Context: an optimization exercise on an open-source flow, tuned for small area. The choices shown serve that exercise and are no tape-out recipe. Only simulation tests tie the RTL to the original design; equivalence was not proved. Power figures rest on the tool's default switching activity, not on a simulated workload.

==> flow/design.v <==
typedef logic [9:0] coord_t;
typedef logic signed [6:0] vel_t;
typedef logic [11:0] rgb_t;
typedef logic [4-1:0] coin_mask_t;
localparam int NUM_MAPS = 2;
localparam logic [NUM_MAPS*6*10-1:0] PLAT_XS = {
    10'd250, 10'd250, 10'd430, 10'd540, 10'd400, 10'd600,
    10'd400, 10'(143), 10'd350, 10'd600, 10'd250, 10'd500
};
localparam logic [NUM_MAPS*6*10-1:0] PLAT_XE = {
    10'd300, 10'd400, 10'd470, 10'd700, 10'd540, 10'd640,
    10'd500, 10'd200, 10'd450, 10'd640, 10'd290, 10'd540
};
localparam logic [NUM_MAPS*6*10-1:0] PLAT_Y = {
    10'd300, 10'd200, 10'd200, 10'd240, 10'd340, 10'd400,
    10'd250, 10'd250, 10'd350, 10'd400, 10'd300, 10'd400
};
localparam logic [NUM_MAPS*4*10-1:0] COIN_XT = {
    10'd240, 10'd430, 10'd280, 10'd620,
    10'd360, 10'd600, 10'd250, 10'd400
};
localparam logic [NUM_MAPS*4*10-1:0] COIN_YT = {
    10'd444, 10'd184, 10'd284, 10'd384,
    10'd444, 10'd384, 10'd284, 10'd184
};
function automatic coord_t plat_xs(input logic map, input int i);
    plat_xs = map ? PLAT_XS[(6 + i) * 10 +: 10] : PLAT_XS[i * 10 +: 10];
endfunction
function automatic coord_t plat_xe(input logic map, input int i);
    plat_xe = map ? PLAT_XE[(6 + i) * 10 +: 10] : PLAT_XE[i * 10 +: 10];
endfunction
function automatic coord_t plat_y(input logic map, input int i);
    plat_y = map ? PLAT_Y[(6 + i) * 10 +: 10] : PLAT_Y[i * 10 +: 10];
endfunction
function automatic coord_t coin_x(input logic map, input int i);
    coin_x = map ? COIN_XT[(4 + i) * 10 +: 10] : COIN_XT[i * 10 +: 10];
endfunction
function automatic coord_t coin_y(input logic map, input int i);
    coin_y = map ? COIN_YT[(4 + i) * 10 +: 10] : COIN_YT[i * 10 +: 10];
endfunction
function automatic logic spans_x(input coord_t xs, input coord_t xe, input coord_t x);
    spans_x = ((x + 32 > xs) && (x + 32 < xe)) ||
           ((x > xs) && (x < xe));
endfunction
function automatic logic hero_hits_side(input logic map, input coord_t x, input coord_t y);
    logic hit;
    hit = 1'b0;
    for (int i = 0; i < 6; i++) begin
        if (spans_x(plat_xs(map, i), plat_xe(map, i), x) &&
            (y + 32 > plat_y(map, i)) &&
            (y < plat_y(map, i) + 24)) begin
            hit = 1'b1;
        end
    end
    hero_hits_side = hit;
endfunction
function automatic logic hero_hits_head(input logic map, input coord_t x, input coord_t y);
    logic hit;
    hit = 1'b0;
    for (int i = 0; i < 6; i++) begin
        if (spans_x(plat_xs(map, i), plat_xe(map, i), x) &&
            (y <= plat_y(map, i) + 24) &&
            (y > plat_y(map, i))) begin
            hit = 1'b1;
        end
    end
    hero_hits_head = hit;
endfunction
function automatic logic hero_on_platform(input logic map, input coord_t x, input coord_t y);
    logic hit;
    hit = 1'b0;
    for (int i = 0; i < 6; i++) begin
        if (spans_x(plat_xs(map, i), plat_xe(map, i), x) &&
            (y + 32 >= plat_y(map, i)) &&
            (y + 32 <= plat_y(map, i) + 20)) begin
            hit = 1'b1;
        end
    end
    hero_on_platform = hit;
endfunction
function automatic coord_t platform_top_under(input logic map, input coord_t x,
                                              input coord_t y);
    coord_t top;
    top = coord_t'(460);
    for (int i = 0; i < 6; i++) begin
        if (spans_x(plat_xs(map, i), plat_xe(map, i), x) &&
            (y + 32 >= plat_y(map, i)) &&
            (y + 32 <= plat_y(map, i) + 20)) begin
            top = plat_y(map, i);
        end
    end
    platform_top_under = top;
endfunction
function automatic logic hero_touches_coin(input logic map, input int idx, input coord_t x,
                                           input coord_t y);
    hero_touches_coin = !((x + 32 <= coin_x(map, idx)) ||
             (x >= coin_x(map, idx) + 16) ||
             (y + 32 <= coin_y(map, idx)) ||
             (y >= coin_y(map, idx) + 16));
endfunction
function automatic logic ge_const(input coord_t v, input int c);
    logic r;
    coord_t k;
    if (c <= 0) begin
        r = 1'b1;
    end else if (c > 1023) begin
        r = 1'b0;
    end else begin
        k = coord_t'(c);
        r = 1'b1;
        for (int b = 0; b < 10; b++) begin
            r = k[b] ? (v[b] & r) : (v[b] | r);
        end
    end
    ge_const = r;
endfunction
function automatic logic le_const(input coord_t v, input int c);
    logic r;
    coord_t k;
    if (c >= 1023) begin
        r = 1'b1;
    end else if (c < 0) begin
        r = 1'b0;
    end else begin
        k = coord_t'(c);
        r = 1'b1;
        for (int b = 0; b < 10; b++) begin
            r = k[b] ? (!v[b] | r) : (!v[b] & r);
        end
    end
    le_const = r;
endfunction
function automatic logic in_rng(input coord_t v, input int lo, input int hi);
    in_rng = ge_const(v, lo) && le_const(v, hi);
endfunction
function automatic logic in_rng_lim(input coord_t v, input int lo, input int hi,
                                    input int vmin, input int vmax);
    in_rng_lim = ((lo <= vmin) || ge_const(v, lo)) && ((hi >= vmax) || le_const(v, hi));
endfunction
`default_nettype none
module hero_motion
#(
    parameter int STEP_DIV = 500000
) (
    input  logic    clk,
    input  logic    rst,
    input  logic    btn_left,
    input  logic    btn_right,
    input  logic    btn_jump,
    input  logic    map_sel,
    output logic [9:0] hero_x,
    output logic [9:0] hero_y,
    output logic    step,
    output logic    cnt_wrap
);
typedef logic [9:0] coord_t;
typedef logic signed [6:0] vel_t;
typedef logic [11:0] rgb_t;
typedef logic [4-1:0] coin_mask_t;
localparam int NUM_MAPS = 2;
localparam logic [NUM_MAPS*6*10-1:0] PLAT_XS = {
    10'd250, 10'd250, 10'd430, 10'd540, 10'd400, 10'd600,
    10'd400, 10'(143), 10'd350, 10'd600, 10'd250, 10'd500
};
localparam logic [NUM_MAPS*6*10-1:0] PLAT_XE = {
    10'd300, 10'd400, 10'd470, 10'd700, 10'd540, 10'd640,
    10'd500, 10'd200, 10'd450, 10'd640, 10'd290, 10'd540
};
localparam logic [NUM_MAPS*6*10-1:0] PLAT_Y = {
    10'd300, 10'd200, 10'd200, 10'd240, 10'd340, 10'd400,
    10'd250, 10'd250, 10'd350, 10'd400, 10'd300, 10'd400
};
localparam logic [NUM_MAPS*4*10-1:0] COIN_XT = {
    10'd240, 10'd430, 10'd280, 10'd620,
    10'd360, 10'd600, 10'd250, 10'd400
};
localparam logic [NUM_MAPS*4*10-1:0] COIN_YT = {
    10'd444, 10'd184, 10'd284, 10'd384,
    10'd444, 10'd384, 10'd284, 10'd184
};
function automatic coord_t plat_xs(input logic map, input int i);
    plat_xs = map ? PLAT_XS[(6 + i) * 10 +: 10] : PLAT_XS[i * 10 +: 10];
endfunction
function automatic coord_t plat_xe(input logic map, input int i);
    plat_xe = map ? PLAT_XE[(6 + i) * 10 +: 10] : PLAT_XE[i * 10 +: 10];
endfunction
function automatic coord_t plat_y(input logic map, input int i);
    plat_y = map ? PLAT_Y[(6 + i) * 10 +: 10] : PLAT_Y[i * 10 +: 10];
endfunction
function automatic coord_t coin_x(input logic map, input int i);
    coin_x = map ? COIN_XT[(4 + i) * 10 +: 10] : COIN_XT[i * 10 +: 10];
endfunction
function automatic coord_t coin_y(input logic map, input int i);
    coin_y = map ? COIN_YT[(4 + i) * 10 +: 10] : COIN_YT[i * 10 +: 10];
endfunction
function automatic logic spans_x(input coord_t xs, input coord_t xe, input coord_t x);
    spans_x = ((x + 32 > xs) && (x + 32 < xe)) ||
           ((x > xs) && (x < xe));
endfunction
function automatic logic hero_hits_side(input logic map, input coord_t x, input coord_t y);
    logic hit;
    hit = 1'b0;
    for (int i = 0; i < 6; i++) begin
        if (spans_x(plat_xs(map, i), plat_xe(map, i), x) &&
            (y + 32 > plat_y(map, i)) &&
            (y < plat_y(map, i) + 24)) begin
            hit = 1'b1;
        end
    end
    hero_hits_side = hit;
endfunction
function automatic logic hero_hits_head(input logic map, input coord_t x, input coord_t y);
    logic hit;
    hit = 1'b0;
    for (int i = 0; i < 6; i++) begin
        if (spans_x(plat_xs(map, i), plat_xe(map, i), x) &&
            (y <= plat_y(map, i) + 24) &&
            (y > plat_y(map, i))) begin
            hit = 1'b1;
        end
    end
    hero_hits_head = hit;
endfunction
function automatic logic hero_on_platform(input logic map, input coord_t x, input coord_t y);
    logic hit;
    hit = 1'b0;
    for (int i = 0; i < 6; i++) begin
        if (spans_x(plat_xs(map, i), plat_xe(map, i), x) &&
            (y + 32 >= plat_y(map, i)) &&
            (y + 32 <= plat_y(map, i) + 20)) begin
            hit = 1'b1;
        end
    end
    hero_on_platform = hit;
endfunction
function automatic coord_t platform_top_under(input logic map, input coord_t x,
                                              input coord_t y);
    coord_t top;
    top = coord_t'(460);
    for (int i = 0; i < 6; i++) begin
        if (spans_x(plat_xs(map, i), plat_xe(map, i), x) &&
            (y + 32 >= plat_y(map, i)) &&
            (y + 32 <= plat_y(map, i) + 20)) begin
            top = plat_y(map, i);
        end
    end
    platform_top_under = top;
endfunction
function automatic logic hero_touches_coin(input logic map, input int idx, input coord_t x,
                                           input coord_t y);
    hero_touches_coin = !((x + 32 <= coin_x(map, idx)) ||
             (x >= coin_x(map, idx) + 16) ||
             (y + 32 <= coin_y(map, idx)) ||
             (y >= coin_y(map, idx) + 16));
endfunction
function automatic logic ge_const(input coord_t v, input int c);
    logic r;
    coord_t k;
    if (c <= 0) begin
        r = 1'b1;
    end else if (c > 1023) begin
        r = 1'b0;
    end else begin
        k = coord_t'(c);
        r = 1'b1;
        for (int b = 0; b < 10; b++) begin
            r = k[b] ? (v[b] & r) : (v[b] | r);
        end
    end
    ge_const = r;
endfunction
function automatic logic le_const(input coord_t v, input int c);
    logic r;
    coord_t k;
    if (c >= 1023) begin
        r = 1'b1;
    end else if (c < 0) begin
        r = 1'b0;
    end else begin
        k = coord_t'(c);
        r = 1'b1;
        for (int b = 0; b < 10; b++) begin
            r = k[b] ? (!v[b] | r) : (!v[b] & r);
        end
    end
    le_const = r;
endfunction
function automatic logic in_rng(input coord_t v, input int lo, input int hi);
    in_rng = ge_const(v, lo) && le_const(v, hi);
endfunction
function automatic logic in_rng_lim(input coord_t v, input int lo, input int hi,
                                    input int vmin, input int vmax);
    in_rng_lim = ((lo <= vmin) || ge_const(v, lo)) && ((hi >= vmax) || le_const(v, hi));
endfunction
    localparam int CNT_W = 6;
    localparam coord_t REST_Y = coord_t'(460 - 32);
    typedef logic signed [5:0] spd_t;
    logic [CNT_W-1:0] step_cnt;
    logic             rising;
    logic [8:0] y9;
    spd_t   speed;
    logic   jumping;
    logic   on_ground;
    logic   supported;
    logic   head_hit;
    coord_t land_y;
    function automatic logic span_at(input logic m, input int i, input coord_t x);
        span_at = in_rng_lim(x, int'(plat_xs(m, i)) - 31, int'(plat_xe(m, i)) - 1,
                             143 - 1, 734 - 32 + 1);
    endfunction
    function automatic logic hit_m(input logic m, input coord_t x, input coord_t lo_y,
                                   input coord_t hi_y);
        logic hit;
        hit = 1'b0;
        for (int i = 0; i < 6; i++) begin
            if (span_at(m, i, x) && ge_const(lo_y, int'(plat_y(m, i))) &&
                le_const(hi_y, int'(plat_y(m, i)))) begin
                hit = 1'b1;
            end
        end
        hit_m = hit;
    endfunction
    function automatic coord_t land_m(input logic m, input coord_t y);
        coord_t top;
        if (ge_const(y, 416)) begin
            top = REST_Y;
        end else if (ge_const(y, 352)) begin
            top = 10'd368;
        end else if (ge_const(y, 304)) begin
            top = m ? 10'd308 : 10'd318;
        end else if (ge_const(y, 256)) begin
            top = 10'd268;
        end else if (m && !ge_const(y, 192)) begin
            top = 10'd168;
        end else begin
            top = m ? 10'd208 : 10'd218;
        end
        land_m = top;
    endfunction
    assign step     = step_cnt[5] && step_cnt[4] && step_cnt[1];
    assign cnt_wrap = step_cnt[5] && step_cnt[4] && step_cnt[0];
    always_ff @(posedge clk or posedge rst) begin
        if (rst) begin
            step_cnt <= '0;
        end else if (step) begin
            step_cnt <= CNT_W'(1);
        end else begin
            step_cnt <= step_cnt + 1'b1;
        end
    end
    assign hero_y      = {1'b0, y9};
    assign on_ground   = ge_const(hero_y, REST_Y);
    assign land_y      = map_sel ? land_m(1'b1, hero_y) : land_m(1'b0, hero_y);
    coord_t x_next;
    coord_t probe;
    coord_t lo_y;
    coord_t hi_y;
    logic   block;
    logic [NUM_MAPS-1:0] hit;
    logic [NUM_MAPS-1:0] vert_q;
    assign x_next = btn_left ? hero_x - 1'b1 : hero_x + 1'b1;
    assign probe  = step ? x_next : hero_x;
    always_comb begin
        if (cnt_wrap && rising) begin
            lo_y = hero_y - 10'd1;
            hi_y = hero_y - 10'd24;
        end else if (cnt_wrap) begin
            lo_y = hero_y + 10'd32;
            hi_y = hero_y + 10'd12;
        end else begin
            lo_y = hero_y + 10'd31;
            hi_y = hero_y - 10'd23;
        end
    end
    assign hit = {hit_m(1'b1, probe, lo_y, hi_y), hit_m(1'b0, probe, lo_y, hi_y)};
    always_ff @(posedge clk) begin
        if (cnt_wrap) begin
            vert_q <= hit;
        end
    end
    assign rising    = jumping && (speed < 0);
    assign supported = on_ground || vert_q[map_sel];
    assign head_hit  = vert_q[map_sel];
    assign block  = !in_rng(x_next, 143, 734 - 32) || hit[map_sel];
    always_ff @(posedge clk or posedge rst) begin
        if (rst) begin
            hero_x  <= coord_t'(300);
            y9      <= REST_Y[8:0];
            jumping <= 1'b0;
        end else if (step) begin
            if ((btn_left || btn_right) && !block) begin
                hero_x <= x_next;
            end
            if (jumping) begin
                if (!(speed < 0 && head_hit)) begin
                    if (speed > 0 && supported) begin
                        jumping <= 1'b0;
                        y9      <= land_y[8:0];
                    end else begin
                        y9      <= y9 + {{3{speed[5]}}, speed};
                    end
                end
            end else if (!supported || btn_jump) begin
                jumping <= 1'b1;
            end
        end
    end
    always_ff @(posedge clk) begin
        if (step) begin
            if (jumping) begin
                if (speed < 0 && head_hit) begin
                    speed <= '0;
                end else begin
                    speed <= speed + spd_t'(1);
                end
            end else if (!supported) begin
                speed <= spd_t'(1);
            end else begin
                speed <= spd_t'(-15);
            end
        end
    end
endmodule
`default_nettype wire
`default_nettype none
module coin_tracker
(
    input  logic        clk,
    input  logic        rst,
    input  logic        map_sel,
    input  logic [9:0] hero_x,
    input  logic [9:0] hero_y,
    input  logic        step,
    output logic [4-1:0] coin_mask,
    output logic [15:0] score
);
typedef logic [9:0] coord_t;
typedef logic signed [6:0] vel_t;
typedef logic [11:0] rgb_t;
typedef logic [4-1:0] coin_mask_t;
localparam int NUM_MAPS = 2;
localparam logic [NUM_MAPS*6*10-1:0] PLAT_XS = {
    10'd250, 10'd250, 10'd430, 10'd540, 10'd400, 10'd600,
    10'd400, 10'(143), 10'd350, 10'd600, 10'd250, 10'd500
};
localparam logic [NUM_MAPS*6*10-1:0] PLAT_XE = {
    10'd300, 10'd400, 10'd470, 10'd700, 10'd540, 10'd640,
    10'd500, 10'd200, 10'd450, 10'd640, 10'd290, 10'd540
};
localparam logic [NUM_MAPS*6*10-1:0] PLAT_Y = {
    10'd300, 10'd200, 10'd200, 10'd240, 10'd340, 10'd400,
    10'd250, 10'd250, 10'd350, 10'd400, 10'd300, 10'd400
};
localparam logic [NUM_MAPS*4*10-1:0] COIN_XT = {
    10'd240, 10'd430, 10'd280, 10'd620,
    10'd360, 10'd600, 10'd250, 10'd400
};
localparam logic [NUM_MAPS*4*10-1:0] COIN_YT = {
    10'd444, 10'd184, 10'd284, 10'd384,
    10'd444, 10'd384, 10'd284, 10'd184
};
function automatic coord_t plat_xs(input logic map, input int i);
    plat_xs = map ? PLAT_XS[(6 + i) * 10 +: 10] : PLAT_XS[i * 10 +: 10];
endfunction
function automatic coord_t plat_xe(input logic map, input int i);
    plat_xe = map ? PLAT_XE[(6 + i) * 10 +: 10] : PLAT_XE[i * 10 +: 10];
endfunction
function automatic coord_t plat_y(input logic map, input int i);
    plat_y = map ? PLAT_Y[(6 + i) * 10 +: 10] : PLAT_Y[i * 10 +: 10];
endfunction
function automatic coord_t coin_x(input logic map, input int i);
    coin_x = map ? COIN_XT[(4 + i) * 10 +: 10] : COIN_XT[i * 10 +: 10];
endfunction
function automatic coord_t coin_y(input logic map, input int i);
    coin_y = map ? COIN_YT[(4 + i) * 10 +: 10] : COIN_YT[i * 10 +: 10];
endfunction
function automatic logic spans_x(input coord_t xs, input coord_t xe, input coord_t x);
    spans_x = ((x + 32 > xs) && (x + 32 < xe)) ||
           ((x > xs) && (x < xe));
endfunction
function automatic logic hero_hits_side(input logic map, input coord_t x, input coord_t y);
    logic hit;
    hit = 1'b0;
    for (int i = 0; i < 6; i++) begin
        if (spans_x(plat_xs(map, i), plat_xe(map, i), x) &&
            (y + 32 > plat_y(map, i)) &&
            (y < plat_y(map, i) + 24)) begin
            hit = 1'b1;
        end
    end
    hero_hits_side = hit;
endfunction
function automatic logic hero_hits_head(input logic map, input coord_t x, input coord_t y);
    logic hit;
    hit = 1'b0;
    for (int i = 0; i < 6; i++) begin
        if (spans_x(plat_xs(map, i), plat_xe(map, i), x) &&
            (y <= plat_y(map, i) + 24) &&
            (y > plat_y(map, i))) begin
            hit = 1'b1;
        end
    end
    hero_hits_head = hit;
endfunction
function automatic logic hero_on_platform(input logic map, input coord_t x, input coord_t y);
    logic hit;
    hit = 1'b0;
    for (int i = 0; i < 6; i++) begin
        if (spans_x(plat_xs(map, i), plat_xe(map, i), x) &&
            (y + 32 >= plat_y(map, i)) &&
            (y + 32 <= plat_y(map, i) + 20)) begin
            hit = 1'b1;
        end
    end
    hero_on_platform = hit;
endfunction
function automatic coord_t platform_top_under(input logic map, input coord_t x,
                                              input coord_t y);
    coord_t top;
    top = coord_t'(460);
    for (int i = 0; i < 6; i++) begin
        if (spans_x(plat_xs(map, i), plat_xe(map, i), x) &&
            (y + 32 >= plat_y(map, i)) &&
            (y + 32 <= plat_y(map, i) + 20)) begin
            top = plat_y(map, i);
        end
    end
    platform_top_under = top;
endfunction
function automatic logic hero_touches_coin(input logic map, input int idx, input coord_t x,
                                           input coord_t y);
    hero_touches_coin = !((x + 32 <= coin_x(map, idx)) ||
             (x >= coin_x(map, idx) + 16) ||
             (y + 32 <= coin_y(map, idx)) ||
             (y >= coin_y(map, idx) + 16));
endfunction
function automatic logic ge_const(input coord_t v, input int c);
    logic r;
    coord_t k;
    if (c <= 0) begin
        r = 1'b1;
    end else if (c > 1023) begin
        r = 1'b0;
    end else begin
        k = coord_t'(c);
        r = 1'b1;
        for (int b = 0; b < 10; b++) begin
            r = k[b] ? (v[b] & r) : (v[b] | r);
        end
    end
    ge_const = r;
endfunction
function automatic logic le_const(input coord_t v, input int c);
    logic r;
    coord_t k;
    if (c >= 1023) begin
        r = 1'b1;
    end else if (c < 0) begin
        r = 1'b0;
    end else begin
        k = coord_t'(c);
        r = 1'b1;
        for (int b = 0; b < 10; b++) begin
            r = k[b] ? (!v[b] | r) : (!v[b] & r);
        end
    end
    le_const = r;
endfunction
function automatic logic in_rng(input coord_t v, input int lo, input int hi);
    in_rng = ge_const(v, lo) && le_const(v, hi);
endfunction
function automatic logic in_rng_lim(input coord_t v, input int lo, input int hi,
                                    input int vmin, input int vmax);
    in_rng_lim = ((lo <= vmin) || ge_const(v, lo)) && ((hi >= vmax) || le_const(v, hi));
endfunction
    logic [NUM_MAPS-1:0][4-1:0] collected;
    coin_mask_t                          cur_mask;
    coin_mask_t                          touch;
    coin_mask_t                          take;
    logic [3:0]                          count;
    function automatic coin_mask_t touch_m(input logic m, input coord_t x, input coord_t y);
        for (int i = 0; i < 4; i++) begin
            touch_m[i] = in_rng(x, int'(coin_x(m, i)) - 32 + 1,
                                int'(coin_x(m, i)) + 16 - 1) &&
                         in_rng_lim(y, int'(coin_y(m, i)) - 32 + 1,
                                    int'(coin_y(m, i)) + 16 - 1, 48, 454);
        end
    endfunction
    assign cur_mask  = collected[map_sel];
    assign coin_mask = cur_mask;
    assign touch = map_sel ? touch_m(1'b1, hero_x, hero_y) : touch_m(1'b0, hero_x, hero_y);
    assign take  = touch & ~cur_mask;
    always_ff @(posedge clk or posedge rst) begin
        if (rst) begin
            collected <= '0;
            count     <= '0;
        end else if (step && (take != '0)) begin
            collected[map_sel] <= cur_mask | take;
            count <= count + 4'd1;
        end
    end
    assign score = {12'd0, count};
endmodule
`default_nettype wire
`default_nettype none
module scene_render
#(
    parameter int SHIMMER_DIV = 10000000
) (
    input  logic    clk,
    input  logic    rst,
    input  logic    cnt_wrap,
    input  logic    bright,
    input  logic [9:0] h_count,
    input  logic [9:0] v_count,
    input  logic       map_sel,
    input  logic [9:0] hero_x,
    input  logic [9:0] hero_y,
    input  logic [4-1:0] coin_mask,
    output logic [11:0] rgb
);
typedef logic [9:0] coord_t;
typedef logic signed [6:0] vel_t;
typedef logic [11:0] rgb_t;
typedef logic [4-1:0] coin_mask_t;
localparam int NUM_MAPS = 2;
localparam logic [NUM_MAPS*6*10-1:0] PLAT_XS = {
    10'd250, 10'd250, 10'd430, 10'd540, 10'd400, 10'd600,
    10'd400, 10'(143), 10'd350, 10'd600, 10'd250, 10'd500
};
localparam logic [NUM_MAPS*6*10-1:0] PLAT_XE = {
    10'd300, 10'd400, 10'd470, 10'd700, 10'd540, 10'd640,
    10'd500, 10'd200, 10'd450, 10'd640, 10'd290, 10'd540
};
localparam logic [NUM_MAPS*6*10-1:0] PLAT_Y = {
    10'd300, 10'd200, 10'd200, 10'd240, 10'd340, 10'd400,
    10'd250, 10'd250, 10'd350, 10'd400, 10'd300, 10'd400
};
localparam logic [NUM_MAPS*4*10-1:0] COIN_XT = {
    10'd240, 10'd430, 10'd280, 10'd620,
    10'd360, 10'd600, 10'd250, 10'd400
};
localparam logic [NUM_MAPS*4*10-1:0] COIN_YT = {
    10'd444, 10'd184, 10'd284, 10'd384,
    10'd444, 10'd384, 10'd284, 10'd184
};
function automatic coord_t plat_xs(input logic map, input int i);
    plat_xs = map ? PLAT_XS[(6 + i) * 10 +: 10] : PLAT_XS[i * 10 +: 10];
endfunction
function automatic coord_t plat_xe(input logic map, input int i);
    plat_xe = map ? PLAT_XE[(6 + i) * 10 +: 10] : PLAT_XE[i * 10 +: 10];
endfunction
function automatic coord_t plat_y(input logic map, input int i);
    plat_y = map ? PLAT_Y[(6 + i) * 10 +: 10] : PLAT_Y[i * 10 +: 10];
endfunction
function automatic coord_t coin_x(input logic map, input int i);
    coin_x = map ? COIN_XT[(4 + i) * 10 +: 10] : COIN_XT[i * 10 +: 10];
endfunction
function automatic coord_t coin_y(input logic map, input int i);
    coin_y = map ? COIN_YT[(4 + i) * 10 +: 10] : COIN_YT[i * 10 +: 10];
endfunction
function automatic logic spans_x(input coord_t xs, input coord_t xe, input coord_t x);
    spans_x = ((x + 32 > xs) && (x + 32 < xe)) ||
           ((x > xs) && (x < xe));
endfunction
function automatic logic hero_hits_side(input logic map, input coord_t x, input coord_t y);
    logic hit;
    hit = 1'b0;
    for (int i = 0; i < 6; i++) begin
        if (spans_x(plat_xs(map, i), plat_xe(map, i), x) &&
            (y + 32 > plat_y(map, i)) &&
            (y < plat_y(map, i) + 24)) begin
            hit = 1'b1;
        end
    end
    hero_hits_side = hit;
endfunction
function automatic logic hero_hits_head(input logic map, input coord_t x, input coord_t y);
    logic hit;
    hit = 1'b0;
    for (int i = 0; i < 6; i++) begin
        if (spans_x(plat_xs(map, i), plat_xe(map, i), x) &&
            (y <= plat_y(map, i) + 24) &&
            (y > plat_y(map, i))) begin
            hit = 1'b1;
        end
    end
    hero_hits_head = hit;
endfunction
function automatic logic hero_on_platform(input logic map, input coord_t x, input coord_t y);
    logic hit;
    hit = 1'b0;
    for (int i = 0; i < 6; i++) begin
        if (spans_x(plat_xs(map, i), plat_xe(map, i), x) &&
            (y + 32 >= plat_y(map, i)) &&
            (y + 32 <= plat_y(map, i) + 20)) begin
            hit = 1'b1;
        end
    end
    hero_on_platform = hit;
endfunction
function automatic coord_t platform_top_under(input logic map, input coord_t x,
                                              input coord_t y);
    coord_t top;
    top = coord_t'(460);
    for (int i = 0; i < 6; i++) begin
        if (spans_x(plat_xs(map, i), plat_xe(map, i), x) &&
            (y + 32 >= plat_y(map, i)) &&
            (y + 32 <= plat_y(map, i) + 20)) begin
            top = plat_y(map, i);
        end
    end
    platform_top_under = top;
endfunction
function automatic logic hero_touches_coin(input logic map, input int idx, input coord_t x,
                                           input coord_t y);
    hero_touches_coin = !((x + 32 <= coin_x(map, idx)) ||
             (x >= coin_x(map, idx) + 16) ||
             (y + 32 <= coin_y(map, idx)) ||
             (y >= coin_y(map, idx) + 16));
endfunction
function automatic logic ge_const(input coord_t v, input int c);
    logic r;
    coord_t k;
    if (c <= 0) begin
        r = 1'b1;
    end else if (c > 1023) begin
        r = 1'b0;
    end else begin
        k = coord_t'(c);
        r = 1'b1;
        for (int b = 0; b < 10; b++) begin
            r = k[b] ? (v[b] & r) : (v[b] | r);
        end
    end
    ge_const = r;
endfunction
function automatic logic le_const(input coord_t v, input int c);
    logic r;
    coord_t k;
    if (c >= 1023) begin
        r = 1'b1;
    end else if (c < 0) begin
        r = 1'b0;
    end else begin
        k = coord_t'(c);
        r = 1'b1;
        for (int b = 0; b < 10; b++) begin
            r = k[b] ? (!v[b] | r) : (!v[b] & r);
        end
    end
    le_const = r;
endfunction
function automatic logic in_rng(input coord_t v, input int lo, input int hi);
    in_rng = ge_const(v, lo) && le_const(v, hi);
endfunction
function automatic logic in_rng_lim(input coord_t v, input int lo, input int hi,
                                    input int vmin, input int vmax);
    in_rng_lim = ((lo <= vmin) || ge_const(v, lo)) && ((hi >= vmax) || le_const(v, hi));
endfunction
    typedef enum logic [2:0] {
        PIX_BLANK    = 3'd0,
        PIX_SKY      = 3'd5,
        PIX_GROUND   = 3'd2,
        PIX_PLATFORM = 3'd6,
        PIX_COIN     = 3'd7,
        PIX_HERO     = 3'd4
    } pix_class_t;
    localparam int SHIM_N = SHIMMER_DIV / 50;
    localparam int SHIM_W = $clog2(SHIM_N);
    logic [SHIM_W-1:0] shim_cnt;
    logic [1:0]        shim_frame;
    logic       hero_px;
    logic       ground_px;
    logic       platform_px;
    logic       coin_px;
    pix_class_t pix_class;
    pix_class_t class_q;
    rgb_t       colour;
    always_ff @(posedge clk or posedge rst) begin
        if (rst) begin
            shim_cnt   <= '0;
            shim_frame <= '0;
        end else if (cnt_wrap && shim_cnt == SHIM_W'(SHIM_N - 1)) begin
            shim_cnt   <= '0;
            shim_frame <= (shim_frame == 2'd2) ? 2'd0 : shim_frame + 2'd1;
        end else if (cnt_wrap) begin
            shim_cnt <= shim_cnt + 1'b1;
        end
    end
    function automatic logic plat_px_m(input logic m, input coord_t h, input coord_t v);
        logic hit;
        hit = 1'b0;
        for (int i = 0; i < 6; i++) begin
            if (in_rng(h, int'(plat_xs(m, i)), int'(plat_xe(m, i)) - 1) &&
                in_rng(v, int'(plat_y(m, i)), int'(plat_y(m, i)) + 24 - 1)) begin
                hit = 1'b1;
            end
        end
        plat_px_m = hit;
    endfunction
    function automatic logic coin_px_m(input logic m, input coin_mask_t mask,
                                       input coord_t h, input coord_t v);
        logic hit;
        hit = 1'b0;
        for (int i = 0; i < 4; i++) begin
            if (!mask[i] &&
                in_rng(h, int'(coin_x(m, i)), int'(coin_x(m, i)) + 16 - 1) &&
                in_rng(v, int'(coin_y(m, i)), int'(coin_y(m, i)) + 16 - 1)) begin
                hit = 1'b1;
            end
        end
        coin_px_m = hit;
    endfunction
    logic [10:0] hero_dh;
    logic [10:0] hero_dv;
    assign hero_dh = {1'b0, h_count} - {1'b0, hero_x};
    assign hero_dv = {1'b0, v_count} - {1'b0, hero_y};
    assign hero_px = (hero_dh[10:5] == '0) && (hero_dv[10:5] == '0);
    assign ground_px = in_rng(v_count, 460, 516);
    assign platform_px = map_sel ? plat_px_m(1'b1, h_count, v_count) :
                                   plat_px_m(1'b0, h_count, v_count);
    assign coin_px     = map_sel ? coin_px_m(1'b1, coin_mask, h_count, v_count) :
                                   coin_px_m(1'b0, coin_mask, h_count, v_count);
    always_comb begin
        if (!bright)          pix_class = PIX_BLANK;
        else if (hero_px)     pix_class = PIX_HERO;
        else if (ground_px)   pix_class = PIX_GROUND;
        else if (platform_px) pix_class = PIX_PLATFORM;
        else if (coin_px)     pix_class = PIX_COIN;
        else                  pix_class = PIX_SKY;
    end
    always_comb begin
        case (class_q)
            PIX_SKY:      colour = 12'h7AF;
            PIX_GROUND:   colour = 12'h952;
            PIX_PLATFORM: colour = 12'hC73;
            PIX_HERO:     colour = 12'hE11;
            PIX_COIN: begin
                case (shim_frame)
                    2'd0:    colour = 12'hA80;
                    2'd1:    colour = 12'hDB1;
                    default: colour = 12'hFF7;
                endcase
            end
            default:      colour = '0;
        endcase
    end
    always_ff @(posedge clk or posedge rst) begin
        if (rst) begin
            class_q <= PIX_BLANK;
            rgb     <= '0;
        end else begin
            class_q <= pix_class;
            rgb     <= colour;
        end
    end
endmodule
`default_nettype wire
`default_nettype none
module game_top
#(
    parameter int STEP_DIV    = 50,
    parameter int SHIMMER_DIV = 1500
) (
    input  logic        clk,
    input  logic        rst,
    input  logic        bright,
    input  logic        btn_left,
    input  logic        btn_right,
    input  logic        btn_jump,
    input  logic        map_sel,
    input  logic [9:0] h_count,
    input  logic [9:0] v_count,
    output logic [11:0] rgb,
    output logic [15:0] score
);
typedef logic [9:0] coord_t;
typedef logic signed [6:0] vel_t;
typedef logic [11:0] rgb_t;
typedef logic [4-1:0] coin_mask_t;
localparam int NUM_MAPS = 2;
localparam logic [NUM_MAPS*6*10-1:0] PLAT_XS = {
    10'd250, 10'd250, 10'd430, 10'd540, 10'd400, 10'd600,
    10'd400, 10'(143), 10'd350, 10'd600, 10'd250, 10'd500
};
localparam logic [NUM_MAPS*6*10-1:0] PLAT_XE = {
    10'd300, 10'd400, 10'd470, 10'd700, 10'd540, 10'd640,
    10'd500, 10'd200, 10'd450, 10'd640, 10'd290, 10'd540
};
localparam logic [NUM_MAPS*6*10-1:0] PLAT_Y = {
    10'd300, 10'd200, 10'd200, 10'd240, 10'd340, 10'd400,
    10'd250, 10'd250, 10'd350, 10'd400, 10'd300, 10'd400
};
localparam logic [NUM_MAPS*4*10-1:0] COIN_XT = {
    10'd240, 10'd430, 10'd280, 10'd620,
    10'd360, 10'd600, 10'd250, 10'd400
};
localparam logic [NUM_MAPS*4*10-1:0] COIN_YT = {
    10'd444, 10'd184, 10'd284, 10'd384,
    10'd444, 10'd384, 10'd284, 10'd184
};
function automatic coord_t plat_xs(input logic map, input int i);
    plat_xs = map ? PLAT_XS[(6 + i) * 10 +: 10] : PLAT_XS[i * 10 +: 10];
endfunction
function automatic coord_t plat_xe(input logic map, input int i);
    plat_xe = map ? PLAT_XE[(6 + i) * 10 +: 10] : PLAT_XE[i * 10 +: 10];
endfunction
function automatic coord_t plat_y(input logic map, input int i);
    plat_y = map ? PLAT_Y[(6 + i) * 10 +: 10] : PLAT_Y[i * 10 +: 10];
endfunction
function automatic coord_t coin_x(input logic map, input int i);
    coin_x = map ? COIN_XT[(4 + i) * 10 +: 10] : COIN_XT[i * 10 +: 10];
endfunction
function automatic coord_t coin_y(input logic map, input int i);
    coin_y = map ? COIN_YT[(4 + i) * 10 +: 10] : COIN_YT[i * 10 +: 10];
endfunction
function automatic logic spans_x(input coord_t xs, input coord_t xe, input coord_t x);
    spans_x = ((x + 32 > xs) && (x + 32 < xe)) ||
           ((x > xs) && (x < xe));
endfunction
function automatic logic hero_hits_side(input logic map, input coord_t x, input coord_t y);
    logic hit;
    hit = 1'b0;
    for (int i = 0; i < 6; i++) begin
        if (spans_x(plat_xs(map, i), plat_xe(map, i), x) &&
            (y + 32 > plat_y(map, i)) &&
            (y < plat_y(map, i) + 24)) begin
            hit = 1'b1;
        end
    end
    hero_hits_side = hit;
endfunction
function automatic logic hero_hits_head(input logic map, input coord_t x, input coord_t y);
    logic hit;
    hit = 1'b0;
    for (int i = 0; i < 6; i++) begin
        if (spans_x(plat_xs(map, i), plat_xe(map, i), x) &&
            (y <= plat_y(map, i) + 24) &&
            (y > plat_y(map, i))) begin
            hit = 1'b1;
        end
    end
    hero_hits_head = hit;
endfunction
function automatic logic hero_on_platform(input logic map, input coord_t x, input coord_t y);
    logic hit;
    hit = 1'b0;
    for (int i = 0; i < 6; i++) begin
        if (spans_x(plat_xs(map, i), plat_xe(map, i), x) &&
            (y + 32 >= plat_y(map, i)) &&
            (y + 32 <= plat_y(map, i) + 20)) begin
            hit = 1'b1;
        end
    end
    hero_on_platform = hit;
endfunction
function automatic coord_t platform_top_under(input logic map, input coord_t x,
                                              input coord_t y);
    coord_t top;
    top = coord_t'(460);
    for (int i = 0; i < 6; i++) begin
        if (spans_x(plat_xs(map, i), plat_xe(map, i), x) &&
            (y + 32 >= plat_y(map, i)) &&
            (y + 32 <= plat_y(map, i) + 20)) begin
            top = plat_y(map, i);
        end
    end
    platform_top_under = top;
endfunction
function automatic logic hero_touches_coin(input logic map, input int idx, input coord_t x,
                                           input coord_t y);
    hero_touches_coin = !((x + 32 <= coin_x(map, idx)) ||
             (x >= coin_x(map, idx) + 16) ||
             (y + 32 <= coin_y(map, idx)) ||
             (y >= coin_y(map, idx) + 16));
endfunction
function automatic logic ge_const(input coord_t v, input int c);
    logic r;
    coord_t k;
    if (c <= 0) begin
        r = 1'b1;
    end else if (c > 1023) begin
        r = 1'b0;
    end else begin
        k = coord_t'(c);
        r = 1'b1;
        for (int b = 0; b < 10; b++) begin
            r = k[b] ? (v[b] & r) : (v[b] | r);
        end
    end
    ge_const = r;
endfunction
function automatic logic le_const(input coord_t v, input int c);
    logic r;
    coord_t k;
    if (c >= 1023) begin
        r = 1'b1;
    end else if (c < 0) begin
        r = 1'b0;
    end else begin
        k = coord_t'(c);
        r = 1'b1;
        for (int b = 0; b < 10; b++) begin
            r = k[b] ? (!v[b] | r) : (!v[b] & r);
        end
    end
    le_const = r;
endfunction
function automatic logic in_rng(input coord_t v, input int lo, input int hi);
    in_rng = ge_const(v, lo) && le_const(v, hi);
endfunction
function automatic logic in_rng_lim(input coord_t v, input int lo, input int hi,
                                    input int vmin, input int vmax);
    in_rng_lim = ((lo <= vmin) || ge_const(v, lo)) && ((hi >= vmax) || le_const(v, hi));
endfunction
    coord_t     hero_x;
    coord_t     hero_y;
    coin_mask_t coin_mask;
    logic       step;
    logic       cnt_wrap;
    hero_motion #(
        .STEP_DIV (STEP_DIV)
    ) u_hero_motion (
        .clk       (clk),
        .rst       (rst),
        .btn_left  (btn_left),
        .btn_right (btn_right),
        .btn_jump  (btn_jump),
        .map_sel   (map_sel),
        .hero_x    (hero_x),
        .hero_y    (hero_y),
        .step      (step),
        .cnt_wrap  (cnt_wrap)
    );
    coin_tracker u_coin_tracker (
        .clk       (clk),
        .rst       (rst),
        .map_sel   (map_sel),
        .hero_x    (hero_x),
        .hero_y    (hero_y),
        .step      (step),
        .coin_mask (coin_mask),
        .score     (score)
    );
    scene_render #(
        .SHIMMER_DIV (SHIMMER_DIV)
    ) u_scene_render (
        .clk       (clk),
        .rst       (rst),
        .cnt_wrap  (cnt_wrap),
        .bright    (bright),
        .h_count   (h_count),
        .v_count   (v_count),
        .map_sel   (map_sel),
        .hero_x    (hero_x),
        .hero_y    (hero_y),
        .coin_mask (coin_mask),
        .rgb       (rgb)
    );
endmodule
`default_nettype wire
==> flow/flow/run.sh <==
#!/bin/bash
# layout flow: the standard synthesis, then its combinational logic re-mapped for area
# by ABC (registers untouched, best of twelve seeds and choice settings), then the standard layout from
# floorplan to finish
set -euo pipefail
W=$(pwd)
R=$W/orfs/results/$FLOW_PLATFORM/game_top/base
bash standard.sh synth > $W/1_standard_synth.log 2>&1
cp $R/1_2_yosys.v $W/1_2_yosys_standard.v
YOSYS=$(command -v yosys || echo $FLOW_HOME/../tools/install/yosys/bin/yosys)
export POST_LIB=$FLOW_HOME/platforms/$FLOW_PLATFORM/lib/sky130_fd_sc_hd__tt_025C_1v80.lib
export POST_IN=$W/1_2_yosys_standard.v
export POST_DONT_USE="$(cat $W/flow/dont_use.txt)"
SEEDS="0 1 2 3 4 5 6 7 8 9 10 11"
DCH=("dch -f" "dch -f -x" "dch -f -W 12")
for batch in "0 1 2 3" "4 5 6 7" "8 9 10 11"; do
  for s in $batch; do
    sed -e "s/SEED/$s/" -e "s/DCH/${DCH[$((s % 3))]}/" $W/flow/post.abc.in > $W/post_$s.abc
    POST_ABC=$W/post_$s.abc POST_OUT=$W/1_2_yosys_post_$s.v \
      $YOSYS -c $W/flow/post.tcl > $W/2_post_synth_$s.log 2>&1 &
  done
  wait
done
best=""; best_area=""
for s in $SEEDS; do
  a=$(grep "Chip area" $W/2_post_synth_$s.log | tail -1 | awk '{print $NF}')
  if [[ -n "$a" && -s $W/1_2_yosys_post_$s.v ]]; then
    if [[ -z "$best" ]] || awk -v a="$a" -v b="$best_area" 'BEGIN{exit !(a < b)}'; then
      best=$s; best_area=$a
    fi
  fi
done
echo "post synthesis: seed $best, area $best_area" > $W/2_post_choice.log
export POST_OUT=$W/1_2_yosys_post_$best.v
$YOSYS -c $W/flow/check.tcl > $W/2_post_check.log 2>&1
sleep 1
cp $POST_OUT $R/1_2_yosys.v
rm -f $R/1_synth.odb $R/1_synth.sdc
# every port still gets its buffer, the smallest buffer cell of the library
export BUFFER_PORTS_ARGS="-buffer_cell sky130_fd_sc_hd__buf_1"
# the clock tree without the dummy loads that only even out the loads of its leaves
export CTS_ARGS="-sink_clustering_enable -repair_clock_nets -buf_list sky130_fd_sc_hd__clkbuf_8 -dont_use_dummy_load"
bash standard.sh > $W/3_standard_finish.log 2>&1
==> flow/flow/check.tcl <==
# the re-mapped netlist must read back as cells of the library only
yosys read_liberty -lib $::env(POST_LIB)
yosys read_verilog $::env(POST_OUT)
yosys hierarchy -check -top $::env(FLOW_TOP)
yosys check -assert -mapped
yosys stat -liberty $::env(POST_LIB)
==> flow/flow/dont_use.txt <==
-dont_use sky130_fd_sc_hd__lpflow_bleeder_1 -dont_use sky130_fd_sc_hd__lpflow_clkbufkapwr_1 -dont_use sky130_fd_sc_hd__lpflow_clkbufkapwr_16 -dont_use sky130_fd_sc_hd__lpflow_clkbufkapwr_2 -dont_use sky130_fd_sc_hd__lpflow_clkbufkapwr_4 -dont_use sky130_fd_sc_hd__lpflow_clkbufkapwr_8 -dont_use sky130_fd_sc_hd__lpflow_clkinvkapwr_1 -dont_use sky130_fd_sc_hd__lpflow_clkinvkapwr_16 -dont_use sky130_fd_sc_hd__lpflow_clkinvkapwr_2 -dont_use sky130_fd_sc_hd__lpflow_clkinvkapwr_4 -dont_use sky130_fd_sc_hd__lpflow_clkinvkapwr_8 -dont_use sky130_fd_sc_hd__lpflow_decapkapwr_12 -dont_use sky130_fd_sc_hd__lpflow_decapkapwr_3 -dont_use sky130_fd_sc_hd__lpflow_decapkapwr_4 -dont_use sky130_fd_sc_hd__lpflow_decapkapwr_6 -dont_use sky130_fd_sc_hd__lpflow_decapkapwr_8 -dont_use sky130_fd_sc_hd__lpflow_inputiso0n_1 -dont_use sky130_fd_sc_hd__lpflow_inputiso0p_1 -dont_use sky130_fd_sc_hd__lpflow_inputiso1n_1 -dont_use sky130_fd_sc_hd__lpflow_inputiso1p_1 -dont_use sky130_fd_sc_hd__lpflow_inputisolatch_1 -dont_use sky130_fd_sc_hd__lpflow_isobufsrc_1 -dont_use sky130_fd_sc_hd__lpflow_isobufsrc_16 -dont_use sky130_fd_sc_hd__lpflow_isobufsrc_2 -dont_use sky130_fd_sc_hd__lpflow_isobufsrc_4 -dont_use sky130_fd_sc_hd__lpflow_isobufsrc_8 -dont_use sky130_fd_sc_hd__lpflow_isobufsrckapwr_16 -dont_use sky130_fd_sc_hd__lpflow_lsbuf_lh_hl_isowell_tap_1 -dont_use sky130_fd_sc_hd__lpflow_lsbuf_lh_hl_isowell_tap_2 -dont_use sky130_fd_sc_hd__lpflow_lsbuf_lh_hl_isowell_tap_4 -dont_use sky130_fd_sc_hd__lpflow_lsbuf_lh_isowell_4 -dont_use sky130_fd_sc_hd__lpflow_lsbuf_lh_isowell_tap_1 -dont_use sky130_fd_sc_hd__lpflow_lsbuf_lh_isowell_tap_2 -dont_use sky130_fd_sc_hd__lpflow_lsbuf_lh_isowell_tap_4 -dont_use sky130_fd_sc_hd__probe_p_8 -dont_use sky130_fd_sc_hd__probec_p_8 
==> flow/flow/post.abc.in <==
strash
&get -n
&st
&deepsyn -T 90 -S SEED
&put
DCH
amap -F 100 -A 100
topo
==> flow/flow/post.tcl <==
# re-map the combinational logic of the standard synthesis netlist for area
# registers and tie cells stay as they are, with their instance and net names
set lib $::env(POST_LIB)
yosys read_liberty -ignore_miss_func $lib
yosys blackbox *__df* *__edf* *__sdf* *__dl* *__conb_1
yosys read_verilog $::env(POST_IN)
yosys hierarchy -top $::env(FLOW_TOP)
yosys flatten
# the wires flatten named after cell pins give way to the netlist's own names
yosys rename -hide w:_*
yosys opt_clean -purge
yosys stat -liberty $lib
yosys abc -script $::env(POST_ABC) -liberty $lib {*}$::env(POST_DONT_USE)
yosys hilomap -singleton -hicell sky130_fd_sc_hd__conb_1 HI -locell sky130_fd_sc_hd__conb_1 LO
yosys opt_clean -purge
yosys stat -liberty $lib

yosys write_verilog -noattr -nohex -nodec $::env(POST_OUT)
==> flow/standard.sh <==
#!/bin/bash
# synth_recipe.tcl (not shown) runs the flow's synth.tcl, then flattens the netlist and writes it again
# the make line also repeats each setting of config.mk as NAME=value (left out here)
make -C /OpenROAD-flow-scripts/flow DESIGN_CONFIG=/design/flow/config.mk WORK_HOME=/design/flow/orfs CLKGATE_MAP_FILE= SYNTH_SCRIPT=/design/flow/synth_recipe.tcl "${@:-finish}"
==> flow/config.mk <==
export PLATFORM = sky130hd
export DESIGN_NAME = game_top
export DESIGN_NICKNAME = game_top
export VERILOG_FILES = /design/flow/design.v
export SDC_FILE = /design/flow/constraint.sdc
export NUM_CORES = 4
export LEC_CHECK = 0
export CAP_MARGIN = 0
export CORE_MARGIN = 2
export CORE_UTILIZATION = 40
export CTS_BUF_LIST = sky130_fd_sc_hd__clkbuf_8
export GPL_TIMING_DRIVEN = 0
export SLEW_MARGIN = 0
==> flow/constraint.sdc <==
create_clock -name core_clock -period 10.0 [get_ports {clk}]
set_input_delay 2.0000 -clock core_clock [delete_from_list [all_inputs] [get_ports {clk}]]
set_output_delay 2.0000 -clock core_clock [all_outputs]
set_load 0.01 [all_outputs]
==> impl_metrics.csv, run 1 <==
group,metric,value,unit
global_routing,antenna_found_initial,0,
cts,clk_pin_slew,80,ps
power_and_ir_drop,p_clk_share,33.7,%
cts,cts_buffers,9,
worst_setup_path,cp-start-kind,"input port",
worst_setup_path,cpMaxStageDelayCell,"buf_1",
worst_setup_path,cp_max_fo,16,
global_routing,grt_max_degree,45,
worst_setup_path,slowest_delay,690,ps
route,final_antenna_net_count,0,
run,drv_cap,0,
yosys,yosysWarningCount,3,
timing,fin_tns_setup,0,ps
cts,clock_latency,360,ps
die,die_w,115.5,microns
layout,antennaDiodeCount,0,
die,core,0.01206,sq mm
global_routing,grt.total_usage,26.35,%
placement,place.gp.congestion,0.9311,
die,fp.dieH,115.5,microns
timing,period_minus_slack,6544,ps
worst_setup_path,cp_num_buf_inv,3,
route,routed_wirelength,17.03,mm
worst_setup_path,worstPathArrival,6830,ps
global_routing,grt.overflow.total,0,
worst_hold_path,hp-class,"flip-flop to flip-flop",
route,drt_pass1_iterations,6,
cts,cts_max_path_buffers,2,
power_and_ir_drop,p_per_area,95.43,mW/mm^2
global_routing,grt_pass1_wl,27.29,mm
timing,max_freq,0.1528,GHz
timing,slew_headroom,17.17,%
yosys,synthesis.area,0.004972,sq mm
placement,portBuffers,42,
worst_setup_path,critPathMostFrequentCell,"nor2_1",
power_and_ir_drop,sw_frac_of_total,28.23,%
power_and_ir_drop,leakage,0.001938,uW
timing,fin_skew,21.20,ps
die,dieArea,0.01334,sq mm
cts,postCtsSetupBuffers,0,
worst_setup_path,crit_type,"input port to flip-flop",
yosys,synth_cells,689,
die,start_util,41.22,%
power_and_ir_drop,internal_power,380.1,uW
yosys,avgSynthCellArea,7.217,sq um
timing,post-route-period-util,65.44,%
worst_setup_path,worstPathRequired,10280,ps
global_routing,grt_pass1_vias,5416,
cts,htreeDepth,3,
worst_setup_path,crit_chain,"buf_1, clkinv_1, o22ai_1, nor2_1, nor2_1, clkinv_1, nor2_1, o2111ai_1, or2_0, nor2b_1, o21bai_1, o21ai_0, o32ai_1, o221a_1, nand2_1, o21ai_0",
die,ios,55,
route,drc_errors,0,
power_and_ir_drop,irDropWorstVdd,0.00005939,V
route,via_count,5741,
cts,clockRootBuffer,"clkbuf_8",
timing,rsz0062_at_grt,"no",
layout,layout-drive-gt1-share,2.922,%
route,vias_per_cell,6.233,
worst_setup_path,reg2reg_slack,4140,ps
timing,setup_viol,0,
placement,placed_area,0.005426,sq mm
route,drt-initial-drc-count,570,
layout,area_growth,11.63,%
route,wl_per_cell,18.50,microns
worst_setup_path,crit_path_end_kind,"flip-flop",
cts,clock_sinks,67,
cts,cts_hold_buf,0,
power_and_ir_drop,p_comb_share,12.8,%
layout,finish.instance_area,0.005550,sq mm
timing,slew_violations,0,
die,rows,40,
cts,cts_tree,"built",
power_and_ir_drop,switchingPower,149.5,uW
status,status,"complete, no violations",
power_and_ir_drop,p_seq_share,53.5,%
placement,hpwlAfterDp,13.03,mm
cts,ctsResizeCount,0,
timing,worst_pin_slew,1233,ps
timing,finalHoldViolations,0,
layout,final_nets,782,
worst_setup_path,crit_family,"compound AO/OA/AOI/OAI gates",
## metal layers
layer | track usage [%] | up-vias | part of all wire, %
li1 | - | 2684 | -
met1 | 33.98 | 2701 | 43
met2 | 42.18 | 308 | 46
met3 | 6.485 | 48 | 8.1
met4 | 11.24 | 0 | 3.6
met5 | 0 | - | 0
## layout by cell type, fill, tap and decap left out, drive strengths merged, types with 5 or more instances in the layout
master,n
o221ai,7
nand3,18
or3,7
a31oi,20
o21a,8
o2111ai,9
nor2,124
clkbuf,9
dfrtp,50
nor3,34
o21ai,73
buf,44
or2,5
nor4,11
nor2b,5
a211oi,6
conb,12
a21oi,33
a22oi,11
edfxtp,8
clkinv,111
a222oi,7
o22ai,34
dfstp,9
nand2,37
## metrics by stage
step | hold WS [ps] | util, % | setup slack (ps) | cells | power (uW)
2_1_floorplan | 419.7 | - | 5131 | 700 | 327.0
3_3_place_gp | 439.9 | 44.62 | 2725 | 910 | 353.4
3_5_place_dp | 435.6 | 44.99 | 3261 | 912 | 354.7
4_1_cts | 448.7 | 46.02 | 3619 | 921 | 534.2
5_1_grt | 479.1 | 46.02 | 3192 | 921 | 554.8
6_report | 446.3 | 46.02 | 3456 | 921 | 529.6
## cell type report
class,count,area [sq um]
Tap cell,168,210.2
Multi-Input combinational cell,522,2874
Clock buffer,9,123.9
Timing Repair Buffer,44,196.4
Inverter,111,417.9
Fill cell,1245,6511
Sequential cell,67,1728
## power groups by stage
| stage | logic [uW] | clock network (uW) | registers [uW] |
|---|---|---|---|
| 3_3_place_gp | 64.7 | 0 | 289 |
| 3_5_place_dp | 66.1 | 0 | 289 |
| 5_1_grt | 75.1 | 195 | 284 |
| 4_1_cts | 66.4 | 184 | 283 |
| 6_report | 67.5 | 179 | 283 |
| 2_1_floorplan | 36.6 | 0 | 290 |
## path summary, 6_finish.rpt
check	startpoint	to	cells past startpoint
worst max-delay path	map_sel	u_hero_motion.y9[8]	16
worst min-delay path	u_scene_render.class_q[1]	u_scene_render.rgb[3]	1
worst max register to register	u_hero_motion.step_cnt[4]	u_hero_motion.hero_x[8]	20
worst min register to register	u_scene_render.class_q[1]	u_scene_render.rgb[3]	1
max in group asynchronous	rst	u_hero_motion.hero_x[2]	3
min in group asynchronous	rst	u_scene_render.rgb[1]	2
==> run 2, diff against run 1 <==
--- a/flow/flow/run.sh
+++ b/flow/flow/run.sh
@@ -1,6 +1,6 @@
 #!/bin/bash
 # layout flow: the standard synthesis, then its combinational logic re-mapped for area
-# by ABC (registers untouched, best of twelve seeds and choice settings), then the standard layout from
+# by ABC (registers untouched, best of sixteen seeds and choice settings), then the standard layout from
 # floorplan to finish
 set -euo pipefail
 W=$(pwd)
@@ -11,9 +11,9 @@
 export POST_LIB=$FLOW_HOME/platforms/$FLOW_PLATFORM/lib/sky130_fd_sc_hd__tt_025C_1v80.lib
 export POST_IN=$W/1_2_yosys_standard.v
 export POST_DONT_USE="$(cat $W/flow/dont_use.txt)"
-SEEDS="0 1 2 3 4 5 6 7 8 9 10 11"
+SEEDS="0 1 2 3 4 5 6 7 8 9 10 11 12 13 14 15"
 DCH=("dch -f" "dch -f -x" "dch -f -W 12")
-for batch in "0 1 2 3" "4 5 6 7" "8 9 10 11"; do
+for batch in "0 1 2 3" "4 5 6 7" "8 9 10 11" "12 13 14 15"; do
   for s in $batch; do
     sed -e "s/SEED/$s/" -e "s/DCH/${DCH[$((s % 3))]}/" $W/flow/post.abc.in > $W/post_$s.abc
     POST_ABC=$W/post_$s.abc POST_OUT=$W/1_2_yosys_post_$s.v \
==> flow/flow/post.abc.in (replaced) <==
strash
&get -n
&st
&deepsyn -T 100 -S SEED
&put
DCH
amap -F 100 -A 100
topo
==> run 2 against run 1 <==
Compared with the run above:
- worst hold slack is the same
- sequential share of layout area unchanged
- fmax stayed put
- count of clock-buffer cells in the layout unchanged
- area after synthesis unchanged
- still clean
==> impl_metrics.csv, run 2 <==
group,metric,value,unit
cts,clock_sinks,67,
power_and_ir_drop,leakage,0.001938,uW
worst_hold_path,min_to,"u_scene_render.rgb[3]",
cts,cts_tree,"built",
worst_setup_path,reg2reg_slack,4140,ps
layout,final_core_util,46.02,%
layout,layout_commonest_cell,"nor2_1",
global_routing,grt.overflow.total,0,
timing,post-route-period-util,65.44,%
worst_hold_path,hp-class,"flip-flop to flip-flop",
worst_hold_path,min_from,"u_scene_render.class_q[1]",
placement,place.gp.congestion,0.9311,
die,fp.dieH,115.5,microns
timing,slew_violations,0,
yosys,synth_cells,689,
global_routing,grt.total_usage,26.35,%
cts,htreeDepth,3,
layout,layout-drive-gt1-share,2.922,%
timing,max_freq,0.1528,GHz
die,start_util,41.22,%
global_routing,grt_pass1_wl,27.29,mm
layout,area_growth,11.63,%
route,drc_errors,0,
layout,final_nets,782,
placement,hpwlAfterDp,13.03,mm
placement,portBuffers,42,
layout,final_cell_mix,"124 x nor2_1, 110 x clkinv_1, 73 x o21ai_0, 50 x dfrtp_1, 42 x buf_1",
die,core,0.01206,sq mm
cts,cts_max_path_buffers,2,
timing,slew_headroom,17.17,%
run,drv_cap,0,
yosys,avgSynthCellArea,7.217,sq um
timing,period_minus_slack,6544,ps
worst_hold_path,hold_depth,1,
yosys,yosysWarningCount,3,
timing,worst_pin_slew,1233,ps
worst_setup_path,r2r-end,"u_hero_motion.hero_x[8]",
cts,clock_latency,360,ps
route,drt-initial-drc-count,570,
timing,fin_skew,21.20,ps
worst_setup_path,crit_type,"input port to flip-flop",
worst_setup_path,worstPathRequired,10280,ps
die,die_w,115.5,microns
timing,rsz0062_at_grt,"no",
worst_setup_path,crit_path_end_kind,"flip-flop",
die,rows,40,
route,vias_per_cell,6.233,
route,wl_per_cell,18.50,microns
cts,ctsResizeCount,0,
worst_setup_path,rr_startpoint,"u_hero_motion.step_cnt[4]",
power_and_ir_drop,p_per_area,95.43,mW/mm^2
worst_setup_path,worstPathArrival,6830,ps
die,dieArea,0.01334,sq mm
cts,cts_buffers,9,
power_and_ir_drop,irDropWorstVdd,0.00005939,V
cts,clk_pin_slew,80,ps
route,routed_wirelength,17.03,mm
cts,cts_hold_buf,0,
route,via_count,5741,
global_routing,antenna_found_initial,0,
yosys,synthesis.area,0.004972,sq mm
route,drt_pass1_iterations,6,
timing,setup_viol,0,
timing,finalHoldViolations,0,
global_routing,grt_max_degree,45,
cts,clockRootBuffer,"clkbuf_8",
layout,antennaDiodeCount,0,
layout,fill_cells,1245,
route,final_antenna_net_count,0,
worst_setup_path,cp-start-kind,"input port",
cts,postCtsSetupBuffers,0,
die,ios,55,
timing,fin_tns_setup,0,ps
worst_setup_path,cp_max_fo,16,
status,status,"complete, no violations",
worst_setup_path,r2r_cells,20,
global_routing,grt_pass1_vias,5416,
[run 2: cell counts in the layout (fill, tap and decap cells not counted)]
Identical to the previous run, type by type.
[run 2: area by class of cell]
| class | instances | area (sq um) | share of cell area [%] |
|---|---|---|---|
| clock buffers | 9 | 123.9 | 2.232 |
| inverters | 111 | 417.9 | 7.529 |
| multi-input cells | 522 | 2874 | 51.78 |
| flip-flops and latches | 67 | 1728 | 31.13 |
| well taps | 168 | 210.2 | 3.787 |
| repair buffers | 44 | 196.4 | 3.539 |
[run 2: how the worst max path moves through the flow]
stage | from | to | slack (ps) | cells past startpoint
floorplan | btn_left | u_hero_motion.hero_x[8] | 5130 | 21
global placement | u_hero_motion.step_cnt[4] | u_hero_motion.hero_x[8] | 2720 | 23
detailed placement | map_sel | u_hero_motion.y9[8] | 3260 | 16
CTS | map_sel | u_hero_motion.y9[8] | 3620 | 16
global route | map_sel | u_hero_motion.y9[8] | 3190 | 16
finish | map_sel | u_hero_motion.y9[8] | 3460 | 16
[run 2: per-layer routing]
layer	global-route usage (%)	part of all wire, %	vias to the layer above	routed length [microns]
li1	-	-	2684	-
met1	33.98	43	2701	7267
met2	42.18	46	308	7776
met3	6.485	8.1	48	1374
met4	11.24	3.6	0	616
met5	0	0	-	0
[run 2: stage by stage]
stage          total power, uW  worst slack (ps)  hold WS, ps  instances  area [sq um]
6_report                 529.6              3456        446.3        921          5550
5_1_grt                  554.8              3192        479.1        921          5550
4_1_cts                  534.2              3619        448.7        921          5550
3_5_place_dp             354.7              3261        435.6        912          5426
3_3_place_gp             353.4              2725        439.9        910          5381
2_1_floorplan            327.0              5131        419.7        700          5014
[run 2: worst max-delay path, stage by stage]
cell and delay, ps:
buf_1 690, clkinv_1 670, o22ai_1 490, nor2_1 90, nor2_1 200, clkinv_1 200
nor2_1 320, o2111ai_1 470, or2_0 430, nor2b_1 160, o21bai_1 150, o21ai_0 140
o32ai_1 410, o221a_1 270, nand2_1 50, o21ai_0 70
[run 2: power by group]
group	internal, uW	switching (uW)	leakage, uW
Clock	80.3	98.4	0.0000647
Combinational	19.0	48.5	0.00111
Sequential	281	2.58	0.000761
==> run 3, diff against run 2 <==
--- a/flow/flow/run.sh
+++ b/flow/flow/run.sh
@@ -39,5 +39,5 @@
 # every port still gets its buffer, the smallest buffer cell of the library
 export BUFFER_PORTS_ARGS="-buffer_cell sky130_fd_sc_hd__buf_1"
 # the clock tree without the dummy loads that only even out the loads of its leaves
-export CTS_ARGS="-sink_clustering_enable -repair_clock_nets -buf_list sky130_fd_sc_hd__clkbuf_8 -dont_use_dummy_load"
+export CTS_ARGS="-sink_clustering_enable -repair_clock_nets -root_buf sky130_fd_sc_hd__clkbuf_8 -buf_list {sky130_fd_sc_hd__clkbuf_4 sky130_fd_sc_hd__clkbuf_8} -sink_clustering_max_diameter 40 -dont_use_dummy_load"
 bash standard.sh > $W/3_standard_finish.log 2>&1
==> run 3 against run 2 <==
Compared with the run above:
- sequential power hardly changed
- clock skew did not move
- sequential cell count unchanged
- critical endpoint unchanged
- fmax unchanged
- first-iteration DRC count is the same
- area after synthesis stayed put
==> impl_metrics.csv, run 3 <==
group,metric,value,unit
global_routing,grt.total_usage,26.35,%
layout,layout-drive-gt1-share,2.922,%
timing,rsz0062_at_grt,"no",
yosys,yosysWarningCount,3,
power_and_ir_drop,irDropWorstVdd,0.00005939,V
worst_setup_path,crit_type,"input port to flip-flop",
timing,finalHoldViolations,0,
die,start_util,41.22,%
run,drv_cap,0,
global_routing,grt_max_degree,45,
worst_setup_path,cp-start-kind,"input port",
timing,slew_headroom,17.17,%
worst_setup_path,cp_max_fo,16,
route,vias_per_cell,6.233,
yosys,avgSynthCellArea,7.217,sq um
route,final_antenna_net_count,0,
worst_setup_path,worstPathArrival,6830,ps
die,ios,55,
status,status,"complete, no violations",
timing,post-route-period-util,65.44,%
worst_setup_path,worstPathRequired,10280,ps
global_routing,antenna_found_initial,0,
timing,slew_violations,0,
cts,ctsResizeCount,0,
yosys,synth_cells,689,
layout,seq_area,0.001728,sq mm
worst_hold_path,hp-class,"flip-flop to flip-flop",
cts,htreeDepth,3,
die,rows,40,
route,via_count,5741,
die,fp.dieH,115.5,microns
cts,clockRootBuffer,"clkbuf_8",
placement,hpwlAfterDp,13.03,mm
die,die_w,115.5,microns
cts,cts_hold_buf,0,
cts,clk_pin_slew,80,ps
route,wl_per_cell,18.50,microns
route,drt-initial-drc-count,570,
global_routing,grt_pass1_vias,5416,
global_routing,grt.overflow.total,0,
cts,clock_sinks,67,
placement,place_inst,912,
placement,portBuffers,42,
cts,clock_latency,360,ps
die,dieArea,0.01334,sq mm
power_and_ir_drop,leakage,0.001938,uW
placement,place.gp.congestion,0.9311,
power_and_ir_drop,p_per_area,95.43,mW/mm^2
layout,final_cell_mix,"124 x nor2_1, 110 x clkinv_1, 73 x o21ai_0, 50 x dfrtp_1, 42 x buf_1",
layout,antennaDiodeCount,0,
cts,postCtsSetupBuffers,0,
timing,fin_skew,21.20,ps
worst_setup_path,crit_path_end_kind,"flip-flop",
timing,setup_slack,3456,ps
route,routed_wirelength,17.03,mm
timing,period_minus_slack,6544,ps
timing,fin_tns_setup,0,ps
cts,cts_tree,"built",
route,drt_pass1_iterations,6,
cts,cts_max_path_buffers,2,
die,core,0.01206,sq mm
yosys,synthesis.area,0.004972,sq mm
layout,fill_cells,1245,
layout,layout_commonest_cell,"nor2_1",
layout,multi_input_area,0.002874,sq mm
global_routing,grt_pass1_wl,27.29,mm
layout,layoutNonFillerInstCount,921,
timing,max_freq,0.1528,GHz
cts,cts_buffers,9,
layout,area_growth,11.63,%
layout,final_nets,782,
route,drc_errors,0,
timing,worst_pin_slew,1233,ps
placement,pre_cts_ws,3261,ps
timing,setup_viol,0,
[run 3: cell counts in the layout (fill, tap and decap cells not counted)]
Identical to the previous run, type by type.
[run 3: worst paths after layout]
path	slack [ps]	from	depth (start not counted)	end
max in group asynchronous	7860	rst	3	u_hero_motion.hero_x[2]
min in group asynchronous	1540	rst	2	u_scene_render.rgb[1]
hold / removal	450	u_scene_render.class_q[1]	1	u_scene_render.rgb[3]
hold reg to reg	450	u_scene_render.class_q[1]	1	u_scene_render.rgb[3]
setup / recovery	3460	map_sel	16	u_hero_motion.y9[8]
setup reg to reg	4140	u_hero_motion.step_cnt[4]	20	u_hero_motion.hero_x[8]
[run 3: cell type report]
| cell class | instances | area share, % |
|---|---|---|
| Multi-Input combinational cell | 522 | 51.78 |
| Clock buffer | 9 | 2.232 |
| Tap cell | 168 | 3.787 |
| Timing Repair Buffer | 44 | 3.539 |
| Sequential cell | 67 | 31.13 |
| Inverter | 111 | 7.529 |
[run 3: per-layer routing]
layer	track usage (%)	vias up	share of wire, %
met5	0	-	0
met4	11.24	0	3.6
met3	6.485	48	8.1
met2	42.18	308	46
met1	33.98	2701	43
li1	-	2684	-
[run 3: per-stage QoR]
| stage | total power, uW | hold WS, ps | util [%] | area, sq um |
|---|---|---|---|---|
| 6_report | 529.6 | 446.3 | 46.02 | 5550 |
| 5_1_grt | 554.8 | 479.1 | 46.02 | 5550 |
| 4_1_cts | 534.2 | 448.7 | 46.02 | 5550 |
| 3_5_place_dp | 354.7 | 435.6 | 44.99 | 5426 |
| 3_3_place_gp | 353.4 | 439.9 | 44.62 | 5381 |
| 2_1_floorplan | 327.0 | 419.7 | - | 5014 |
[run 3: critical path, cell delays in order]
cell       delay, ps
buf_1            690
clkinv_1         670
o22ai_1          490
nor2_1            90
nor2_1           200
clkinv_1         200
nor2_1           320
o2111ai_1        470
or2_0            430
nor2b_1          160
o21bai_1         150
o21ai_0          140
o32ai_1          410
o221a_1          270
nand2_1           50
o21ai_0           70
[run 3: report_power, final]
group	total (uW)	switching [uW]	leakage [uW]	internal, uW
clock network	179	98.4	0.0000647	80.3
logic	67.5	48.5	0.00111	19.0
registers	283	2.58	0.000761	281

[separate check: timing with driven ports]
How much do the figures lean on ideal ports? The routed layouts below were timed once more, with nothing changed but the port constraints. Step 1: set_driving_cell puts a clkbuf_16 on clk and a buf_2 on each other input, an assumption about the parent block. Step 2 times the ports against the registers' clock, not the clock port: input delays grow and output delays shrink by t, the midpoint of the rising clock arrivals with the driver on. Slacks: ideal / step 1 / step 2; pairs: ideal / step 1.
run	t (ns)	setup WS [ns]	hold WS [ns]
run 1	0.390	3.456 / 3.461 / 3.072	0.446 / 0.446 / 0.446
run 2	0.390	3.456 / 3.461 / 3.072	0.446 / 0.446 / 0.446
run 3	0.390	3.456 / 3.461 / 3.072	0.446 / 0.446 / 0.446
After both steps every run listed still meets setup and hold.
